Source: an optimization exercise on an open RTL-to-GDS flow (aim: a short achievable clock period and few clock cycles per item). Production flows keep margins and buffers that such runs may drop. The RTL was checked by simulation tests, not by an equivalence proof against the original design. Power is estimated from default activity; no workload was simulated.

**flow/config.mk**
```make
export PLATFORM = sky130hd
export DESIGN_NAME = next_greater_wait_stack_core
export DESIGN_NICKNAME = next_greater_wait_stack_core
export VERILOG_FILES = /design/flow/design.v
export SDC_FILE = /design/flow/constraint.sdc
export NUM_CORES = 4
export LEC_CHECK = 0
export CAP_MARGIN = 20
export CORE_MARGIN = 2
export CORE_UTILIZATION = 40
export SLEW_MARGIN = 20
```
**flow/constraint.sdc**
```tcl
create_clock -name core_clock -period 5.0 [get_ports {clk}]
set_input_delay 1.0000 -clock core_clock [delete_from_list [all_inputs] [get_ports {clk}]]
set_output_delay 1.0000 -clock core_clock [all_outputs]
set_load 0.01 [all_outputs]
```
**flow/design.v**
```verilog
package nqw_pkg;
    typedef enum logic [1:0] {
        KIND_RESOLVED   = 2'd0,
        KIND_UNRESOLVED = 2'd1,
        KIND_EVICTED    = 2'd2
    } kind_t;
    localparam int QUEUE_DEPTH = 2;
    localparam int QUEUE_PTR_BITS = $clog2(QUEUE_DEPTH);
    typedef struct packed {
        logic full;
        logic not_empty;
    } q_status_t;
endpackage
module nqw_queue #(
    parameter int WIDTH = 34
) (
    input  logic                 clk,
    input  logic                 rst_n,
    input  logic                 push,
    input  logic [WIDTH-1:0]     push_data,
    input  logic                 pop,
    output logic [WIDTH-1:0]     pop_data,
    output nqw_pkg::q_status_t   status
);
    localparam int CNT_BITS = $clog2(nqw_pkg::QUEUE_DEPTH + 1);
    logic [WIDTH-1:0]          entry_reg [nqw_pkg::QUEUE_DEPTH];
    logic [nqw_pkg::QUEUE_PTR_BITS-1:0] wr_ptr_reg, wr_ptr_next;
    logic [nqw_pkg::QUEUE_PTR_BITS-1:0] rd_ptr_reg, rd_ptr_next;
    logic [CNT_BITS-1:0]       fill_reg, fill_next;
    logic                      do_push, do_pop;
    assign status.full      = (fill_reg == CNT_BITS'(nqw_pkg::QUEUE_DEPTH));
    assign status.not_empty = (fill_reg != '0);
    assign do_push = push && !status.full;
    assign do_pop  = pop && status.not_empty;
    assign pop_data = entry_reg[rd_ptr_reg];
    always_comb
    begin
        wr_ptr_next = do_push ? wr_ptr_reg + 1'b1 : wr_ptr_reg;
        rd_ptr_next = do_pop ? rd_ptr_reg + 1'b1 : rd_ptr_reg;
        fill_next   = fill_reg;
        if (do_push && !do_pop)
        begin
            fill_next = fill_reg + 1'b1;
        end
        else if (do_pop && !do_push)
        begin
            fill_next = fill_reg - 1'b1;
        end
    end
    always_ff @(posedge clk or negedge rst_n)
    begin
        if (!rst_n)
        begin
            wr_ptr_reg <= '0;
            rd_ptr_reg <= '0;
            fill_reg   <= '0;
        end
        else
        begin
            wr_ptr_reg <= wr_ptr_next;
            rd_ptr_reg <= rd_ptr_next;
            fill_reg   <= fill_next;
        end
    end
    always_ff @(posedge clk)
    begin
        if (do_push)
        begin
            entry_reg[wr_ptr_reg] <= push_data;
        end
    end
endmodule
module nqw_front #(
    parameter int SAMPLE_BITS   = 16,
    parameter int POSITION_BITS = 16
) (
    input  logic                                         clk,
    input  logic                                         rst_n,
    input  logic                                         s_valid,
    output logic                                         s_ready,
    input  logic [SAMPLE_BITS-1:0]                       s_sample,
    input  logic                                         s_last,
    input  nqw_pkg::q_status_t                           q_status,
    output logic                                         q_push,
    output logic [SAMPLE_BITS+POSITION_BITS+1:0]         q_data
);
    logic [POSITION_BITS-1:0] pos_reg, pos_next;
    logic                     wrap_reg, wrap_next;
    logic [POSITION_BITS-1:0] pos_inc;
    assign s_ready = !q_status.full;
    assign q_push = s_valid && s_ready;
    assign q_data = {s_sample, s_last, pos_reg, wrap_reg};
    assign pos_inc = pos_reg + 1'b1;
    always_comb
    begin
        pos_next  = pos_reg;
        wrap_next = wrap_reg;
        if (q_push)
        begin
            if (s_last)
            begin
                pos_next  = '0;
                wrap_next = 1'b0;
            end
            else
            begin
                pos_next = pos_inc;
                if (pos_inc == '0)
                begin
                    wrap_next = 1'b1;
                end
            end
        end
    end
    always_ff @(posedge clk or negedge rst_n)
    begin
        if (!rst_n)
        begin
            pos_reg  <= '0;
            wrap_reg <= 1'b0;
        end
        else
        begin
            pos_reg  <= pos_next;
            wrap_reg <= wrap_next;
        end
    end
endmodule
module nqw_back #(
    parameter int STACK_DEPTH   = 32,
    parameter int SAMPLE_BITS   = 16,
    parameter int POSITION_BITS = 16
) (
    input  logic                                    clk,
    input  logic                                    rst_n,
    input  nqw_pkg::q_status_t                      q_status,
    input  logic [SAMPLE_BITS+POSITION_BITS+1:0]    q_data,
    output logic                                    q_pop,
    output logic [$clog2(STACK_DEPTH+1)-1:0]        stack_count,
    output logic                                    r_valid,
    input  logic                                    r_ready,
    output logic [POSITION_BITS-1:0]                r_position,
    output logic [POSITION_BITS-1:0]                r_wait_count,
    output logic [1:0]                              r_kind,
    output logic                                    r_wrapped,
    output logic                                    r_final
);
    localparam int AW = $clog2(STACK_DEPTH);
    localparam int CW = $clog2(STACK_DEPTH + 1);
    typedef enum logic [2:0] {
        S_IDLE,
        S_CMP,
        S_EVICT,
        S_PUSH,
        S_FLUSH_RD,
        S_FLUSH
    } state_t;
    state_t state_reg, state_next;
    logic signed [SAMPLE_BITS-1:0] mem_value [STACK_DEPTH];
    logic [POSITION_BITS-1:0]      mem_pos   [STACK_DEPTH];
    logic signed [SAMPLE_BITS-1:0] cur_value_reg, cur_value_next;
    logic                          cur_last_reg, cur_last_next;
    logic [POSITION_BITS-1:0]      cur_pos_reg, cur_pos_next;
    logic                          cur_wrap_reg, cur_wrap_next;
    logic                          popped_reg, popped_next;
    logic [CW-1:0]                 count_reg, count_next;
    logic [AW-1:0]                 bottom_reg, bottom_next;
    logic [CW-1:0]                 k_reg, k_next;
    logic signed [SAMPLE_BITS-1:0] rd_value_reg;
    logic [POSITION_BITS-1:0]      rd_pos_reg;
    logic                          rd_en, wr_en;
    logic [AW-1:0]                 rd_addr, wr_addr;
    logic                          emit;
    logic [POSITION_BITS-1:0]      emit_pos, emit_wait;
    nqw_pkg::kind_t                         emit_kind;
    logic                          emit_final;
    logic                          out_free;
    logic                          out_valid_reg;
    logic [POSITION_BITS-1:0]      out_pos_reg, out_wait_reg;
    nqw_pkg::kind_t                         out_kind_reg;
    logic                          out_wrap_reg, out_final_reg;
    function automatic logic [AW-1:0] slot_at(input logic [AW-1:0] bottom,
                                              input logic [CW-1:0] k);
        logic [CW:0] sum;
        sum = (CW+1)'(bottom) + (CW+1)'(k);
        if (sum >= (CW+1)'(STACK_DEPTH))
        begin
            sum = sum - (CW+1)'(STACK_DEPTH);
        end
        slot_at = sum[AW-1:0];
    endfunction
    assign out_free    = !out_valid_reg || r_ready;
    assign stack_count = count_reg;
    assign r_valid      = out_valid_reg;
    assign r_position   = out_pos_reg;
    assign r_wait_count = out_wait_reg;
    assign r_kind       = out_kind_reg;
    assign r_wrapped    = out_wrap_reg;
    assign r_final  = out_final_reg;
    always_comb
    begin
        state_next     = state_reg;
        cur_value_next = cur_value_reg;
        cur_last_next  = cur_last_reg;
        cur_pos_next   = cur_pos_reg;
        cur_wrap_next  = cur_wrap_reg;
        popped_next    = popped_reg;
        count_next     = count_reg;
        bottom_next    = bottom_reg;
        k_next         = k_reg;
        rd_en          = 1'b0;
        rd_addr        = bottom_reg;
        wr_en          = 1'b0;
        wr_addr        = slot_at(bottom_reg, count_reg);
        emit           = 1'b0;
        emit_pos       = rd_pos_reg;
        emit_wait      = '0;
        emit_kind      = nqw_pkg::KIND_RESOLVED;
        emit_final     = 1'b0;
        q_pop          = 1'b0;
        case (state_reg)
            S_IDLE:
            begin
                if (q_status.not_empty)
                begin
                    q_pop          = 1'b1;
                    cur_value_next = q_data[SAMPLE_BITS+POSITION_BITS+1 -: SAMPLE_BITS];
                    cur_last_next  = q_data[POSITION_BITS+1];
                    cur_pos_next   = q_data[POSITION_BITS:1];
                    cur_wrap_next  = q_data[0];
                    popped_next    = 1'b0;
                    if (count_reg != '0)
                    begin
                        rd_en      = 1'b1;
                        rd_addr    = slot_at(bottom_reg, count_reg - 1'b1);
                        state_next = S_CMP;
                    end
                    else
                    begin
                        state_next = S_PUSH;
                    end
                end
            end
            S_CMP:
            begin
                if (cur_value_reg > rd_value_reg)
                begin
                    if (out_free)
                    begin
                        emit        = 1'b1;
                        emit_wait   = cur_pos_reg - rd_pos_reg;
                        emit_kind   = nqw_pkg::KIND_RESOLVED;
                        count_next  = count_reg - 1'b1;
                        popped_next = 1'b1;
                        if (count_reg != CW'(1))
                        begin
                            rd_en   = 1'b1;
                            rd_addr = slot_at(bottom_reg, count_reg - CW'(2));
                        end
                        else
                        begin
                            state_next = S_PUSH;
                        end
                    end
                end
                else if (!popped_reg && count_reg == CW'(STACK_DEPTH))
                begin
                    rd_en      = 1'b1;
                    rd_addr    = bottom_reg;
                    state_next = S_EVICT;
                end
                else
                begin
                    state_next = S_PUSH;
                end
            end
            S_EVICT:
            begin
                if (out_free)
                begin
                    emit       = 1'b1;
                    emit_kind  = nqw_pkg::KIND_EVICTED;
                    count_next = count_reg - 1'b1;
                    if (bottom_reg == AW'(STACK_DEPTH - 1))
                    begin
                        bottom_next = '0;
                    end
                    else
                    begin
                        bottom_next = bottom_reg + 1'b1;
                    end
                    state_next = S_PUSH;
                end
            end
            S_PUSH:
            begin
                wr_en      = 1'b1;
                count_next = count_reg + 1'b1;
                state_next = cur_last_reg ? S_FLUSH_RD : S_IDLE;
            end
            S_FLUSH_RD:
            begin
                rd_en      = 1'b1;
                rd_addr    = bottom_reg;
                k_next     = '0;
                state_next = S_FLUSH;
            end
            S_FLUSH:
            begin
                if (out_free)
                begin
                    emit       = 1'b1;
                    emit_kind  = nqw_pkg::KIND_UNRESOLVED;
                    emit_final = (k_reg + 1'b1 == count_reg);
                    if (emit_final)
                    begin
                        bottom_next = '0;
                        count_next  = '0;
                        state_next  = S_IDLE;
                    end
                    else
                    begin
                        k_next  = k_reg + 1'b1;
                        rd_en   = 1'b1;
                        rd_addr = slot_at(bottom_reg, k_reg + 1'b1);
                    end
                end
            end
            default:
            begin
                state_next = S_IDLE;
            end
        endcase
    end
    always_ff @(posedge clk or negedge rst_n)
    begin
        if (!rst_n)
        begin
            state_reg     <= S_IDLE;
            popped_reg    <= 1'b0;
            count_reg     <= '0;
            bottom_reg    <= '0;
            k_reg         <= '0;
            out_valid_reg <= 1'b0;
        end
        else
        begin
            state_reg  <= state_next;
            popped_reg <= popped_next;
            count_reg  <= count_next;
            bottom_reg <= bottom_next;
            k_reg      <= k_next;
            if (emit)
            begin
                out_valid_reg <= 1'b1;
            end
            else if (r_ready)
            begin
                out_valid_reg <= 1'b0;
            end
        end
    end
    always_ff @(posedge clk)
    begin
        cur_value_reg <= cur_value_next;
        cur_last_reg  <= cur_last_next;
        cur_pos_reg   <= cur_pos_next;
        cur_wrap_reg  <= cur_wrap_next;
        if (emit)
        begin
            out_pos_reg   <= emit_pos;
            out_wait_reg  <= emit_wait;
            out_kind_reg  <= emit_kind;
            out_wrap_reg  <= cur_wrap_reg;
            out_final_reg <= emit_final;
        end
    end
    always_ff @(posedge clk)
    begin
        if (wr_en)
        begin
            mem_value[wr_addr] <= cur_value_reg;
            mem_pos[wr_addr]   <= cur_pos_reg;
        end
        if (rd_en)
        begin
            rd_value_reg <= mem_value[rd_addr];
            rd_pos_reg   <= mem_pos[rd_addr];
        end
    end
endmodule
module next_greater_wait_stack_core #(
    parameter int STACK_DEPTH   = 32,
    parameter int SAMPLE_BITS   = 16,
    parameter int POSITION_BITS = 16
) (
    input  logic                     clk,
    input  logic                     rst_n,
    input  logic                     s_valid,
    output logic                     s_ready,
    input  logic [SAMPLE_BITS-1:0]   s_sample,
    input  logic                     s_last,
    output logic                     r_valid,
    input  logic                     r_ready,
    output logic [POSITION_BITS-1:0] r_position,
    output logic [POSITION_BITS-1:0] r_wait_count,
    output logic [1:0]               r_kind,
    output logic                     r_wrapped,
    output logic                     r_final
);
    localparam int QW = SAMPLE_BITS + POSITION_BITS + 2;
    localparam int CW = $clog2(STACK_DEPTH + 1);
    nqw_pkg::q_status_t       q_status;
    logic            q_push, q_pop;
    logic [QW-1:0]   q_in_data, q_out_data;
    logic [CW-1:0]   stack_count;
    nqw_front #(
        .SAMPLE_BITS   (SAMPLE_BITS),
        .POSITION_BITS (POSITION_BITS)
    ) u_front (
        .clk      (clk),
        .rst_n    (rst_n),
        .s_valid  (s_valid),
        .s_ready  (s_ready),
        .s_sample (s_sample),
        .s_last   (s_last),
        .q_status (q_status),
        .q_push   (q_push),
        .q_data   (q_in_data)
    );
    nqw_queue #(
        .WIDTH (QW)
    ) u_queue (
        .clk       (clk),
        .rst_n     (rst_n),
        .push      (q_push),
        .push_data (q_in_data),
        .pop       (q_pop),
        .pop_data  (q_out_data),
        .status    (q_status)
    );
    nqw_back #(
        .STACK_DEPTH   (STACK_DEPTH),
        .SAMPLE_BITS   (SAMPLE_BITS),
        .POSITION_BITS (POSITION_BITS)
    ) u_back (
        .clk          (clk),
        .rst_n        (rst_n),
        .q_status     (q_status),
        .q_data       (q_out_data),
        .q_pop        (q_pop),
        .stack_count  (stack_count),
        .r_valid      (r_valid),
        .r_ready      (r_ready),
        .r_position   (r_position),
        .r_wait_count (r_wait_count),
        .r_kind       (r_kind),
        .r_wrapped    (r_wrapped),
        .r_final      (r_final)
    );
endmodule
```
**flow/run.sh**
```bash
#!/bin/bash
# synth_recipe.tcl (not shown) runs the flow's synth.tcl, then flattens the netlist and writes it again
# the make line also repeats each setting of config.mk as NAME=value (left out here)
make -C /OpenROAD-flow-scripts/flow DESIGN_CONFIG=/design/flow/config.mk WORK_HOME=/design/flow/orfs CLKGATE_MAP_FILE= SYNTH_SCRIPT=/design/flow/synth_recipe.tcl finish
```
==> impl_metrics.json <==
{
  "outcome": "timing/DRC/antenna clean",
  "post-cts-setup-buffers": 0,
  "cts_tree": "done",
  "clk_pin_slew_ns": 0.06,
  "syn2layout_area_growth_pct": 15.7,
  "setup.worst_path.end_class": "flip-flop",
  "drt-initial-drc-count": 2846,
  "cts_htree_levels": 3,
  "yosys_warnings": 3,
  "grt_pass1_vias": 26335,
  "ys.flop_type": "edfxtp_1",
  "total_power_uw": 46000,
  "critical_path_class": "reg2reg",
  "gp_congestion": 0.846,
  "ctsResizeCount": 0,
  "grt_usage": 0.196,
  "ant_nets": 0,
  "start_util": 0.404,
  "dieArea_um2": 130000,
  "port_buffers": 58,
  "required_ns": 5.56,
  "layout_min_cycle_time_ns": 4.59,
  "final_common_cell": "edfxtp_1",
  "cts_made_buffers": 121,
  "place_hpwl_um": 74500,
  "start_kind": "flip-flop",
  "antenna_found_initial": 3,
  "finalHoldViolCount": 0,
  "netlist_instances": 2979,
  "synth.net_count": 3063,
  "fin_tns_setup_ns": 0,
  "mostFrequentLayoutCells": "1194 x edfxtp_1, 776 x mux2i_1, 130 x o22ai_1, 121 x clkbuf_16, 108 x buf_4",
  "clk_latency_ns": 0.75,
  "fin_cells": 4938,
  "clock_sinks": 1237,
  "grt_start_max_net_pins": 47,
  "power_density_nw_per_um2": 779,
  "syn_area_um2": 51000,
  "slew_headroom": 0.332,
  "rsz0062_at_grt": "no",
  "crit_path_max_fanout": 46,
  "max_freq_mhz": 218,
  "hold_path.class": "in2async",
  "worstPathArrival_ns": 5.15,
  "ys_types": 68,
  "worstMarginPinSlew_ns": 0.999,
  "setup_viol": 0,
  "drive_gt1_frac": 0.141,
  "final.setup_skew_ns": 0.0241,
  "rr_startpoint": "u_back.rd_value_reg[5]$_DFFE_PP_",
  "grt_overflow": 0,
  "root_buffer": "clkbuf_16",
  "vias": 27182,
  "synth-async-reset-ratio": 0.0348,
  "via_per_inst": 5.50,
  "avgSynthCellArea_um2": 17.1,
  "slew_violations": 0,
  "place_inst": 4714,
  "synth_edf_count": 1194,
  "drcViolationCount": 0,
  "finish.net_count": 3271,
  "final.period_utilization": 0.918,
  "fp-row-count": 130,
  "cap_violations": 0,
  "die_w_um": 361,
  "fin_hold_ws_ns": 0.257,
  "first_pass_iters": 9,
  "io_pins": 59,
  "synth.yosys.seq_area_share": 0.724,
  "routed_wl_um": 129000,
  "cellLeakagePower_uw": 0.0200,
  "fp.coreArea_um2": 126000,
  "clk_path_buf_depth": 3,
  "crit_start": "u_back.rd_value_reg[5]$_DFFE_PP_",
  "cts-hold-fix-buffers": 0,
  "wl_per_cell_um": 26.1,
  "ir_drop_mv": 1.03,
  "ys_seq_elements": 1237,
  "die_y_um": 361,
  "grt_pass1_wl_um": 184000,
  "fill_cells": 10679
}
layout make-up:
class	count	area (µm²)	area share
Tap cell	1650	2060	0.0350
Inverter	60	225	0.00382
Timing Repair Buffer	226	2600	0.0441
Multi-Input combinational cell	1541	13400	0.227
Sequential cell	1237	36900	0.626
Antenna cell	2	5.00	0.0000848
Clock inverter	74	651	0.0110
Clock buffer	148	3140	0.0532
cells in the mapped netlist, types with 5 or more instances:
cell type,instances,share of area
or3_1,12,0.0015
o21ai_0,46,0.0045
a21oi_1,43,0.0042
inv_1,59,0.0043
o211ai_1,7,0.0010
o31a_1,5,0.00086
a31oi_1,10,0.0012
xor2_1,21,0.0036
nand3_1,36,0.0035
nor4_2,32,0.0079
mux2_2,35,0.0077
a21boi_0,6,0.00088
ha_1,58,0.014
clkbuf_1,45,0.0033
edfxtp_1,1194,0.70
o22ai_1,130,0.016
nor2b_1,10,0.0012
fa_1,5,0.0020
buf_6,14,0.0031
buf_4,8,0.0012
nand2b_1,8,0.00098
xnor2_1,22,0.0038
dfrtp_1,43,0.021
buf_2,70,0.0069
nand2_1,61,0.0045
mux2i_1,776,0.15
a21o_1,11,0.0016
nor2_1,91,0.0067
and3_1,13,0.0016
nor3_1,31,0.0030
stage by stage:
step / area [µm²] / setup WS [ns] / utilization
finish: 59000 / 0.411 / 0.468
floorplan: 51000 / 0.286 / -
global placement: 55200 / 0.414 / 0.438
detailed placement: 55200 / 0.390 / 0.438
global route: 59000 / 0.168 / 0.468
CTS: 59000 / 0.419 / 0.468
logic make-up after synthesis:
| family | count (synthesis) | synth area share |
|---|---|---|
| flops | 1237 | 0.724 |
| fa+ha+maj | 63 | 0.0162 |
| mux | 811 | 0.160 |
| compound gates | 305 | 0.0383 |
| xor+xnor | 43 | 0.00739 |
| simple gates | 319 | 0.0345 |
| buf+inv | 201 | 0.0192 |
metal layers:
metal,global-route usage,part of all wire,wire (µm)
met5,0,0,0
met1,0.276,0.44,57000
met2,0.302,0.45,58100
met3,0.0402,0.074,9540
met4,0.0645,0.033,4190
path summary, 6_finish.rpt:
check / to / slack [ns] / cells after the start
worst min-delay path: u_front.pos_reg[3]$_DFFE_PN0P_ / 0.26 / 1
max in group asynchronous: u_back.bottom_reg[4]$_DFFE_PN0P_ / 4.29 / 1
worst min register to register: u_back.out_wrap_reg$_DFFE_PP_ / 0.42 / 0
worst max register to register: u_back.rd_pos_reg[4]$_DFFE_PP_ / 0.41 / 18
min in group core_clock: u_back.out_wrap_reg$_DFFE_PP_ / 0.42 / 0
worst max-delay path: u_back.rd_pos_reg[4]$_DFFE_PP_ / 0.41 / 18
worst max-delay path, cell delays in order (launching register included):
cell and delay, ns:
edfxtp_1 0.35, inv_1 0.22, ha_1 0.29, a211oi_1 0.20, o21ai_0 0.25, buf_4 0.22
a22oi_1 0.15, buf_4 0.18, a31oi_1 0.12, buf_4 0.18, o31a_1 0.27, o211ai_1 0.37
buf_12 0.20, buf_12 0.28, mux2i_1 0.13, mux2i_1 0.37, o22ai_1 0.17, buf_4 0.16
nor4_2 0.26
power by group:
part / internal (µW) / leakage (µW) / total [µW] / switching, µW
Combinational: 10200 / 0.00677 / 23200 / 13100
Sequential: 13400 / 0.0114 / 14000 / 592
Clock: 4880 / 0.00185 / 8760 / 3880
Total: 28500 / 0.0200 / 46000 / 17500
Testbench counts, summed over its fixed seeds: cycles 66,696, items 17,297.

-- port drivers added, routing unchanged --
Ports are ideal in the flow. The routed layout listed here was re-timed in OpenROAD. Step 1, drivers: a clkbuf_16 drives clk and a buf_2 each remaining input, both assumed. Step 2 adds t to the input delays and takes it off the output delays; t is the mean of the earliest and latest rising clock arrival at the registers after step 1. Input paths then give back, and output paths get back, about the clock's delay inside the block. a / b / c = ideal ports / drivers / drivers and shift; a / b = the first two.
shift t [ns]: 0.808
setup slack, ns: 0.411 / 0.411 / 0.377
worst setup path at the end: input to register
slew at the worst register clock pin (ns): 0.07 / 0.07
pins driven straight from the clock port: 1
After both steps this run still meets setup and hold. The setup slack of this run moves by 0.000 ns with the drivers and by -0.034 ns with both steps.
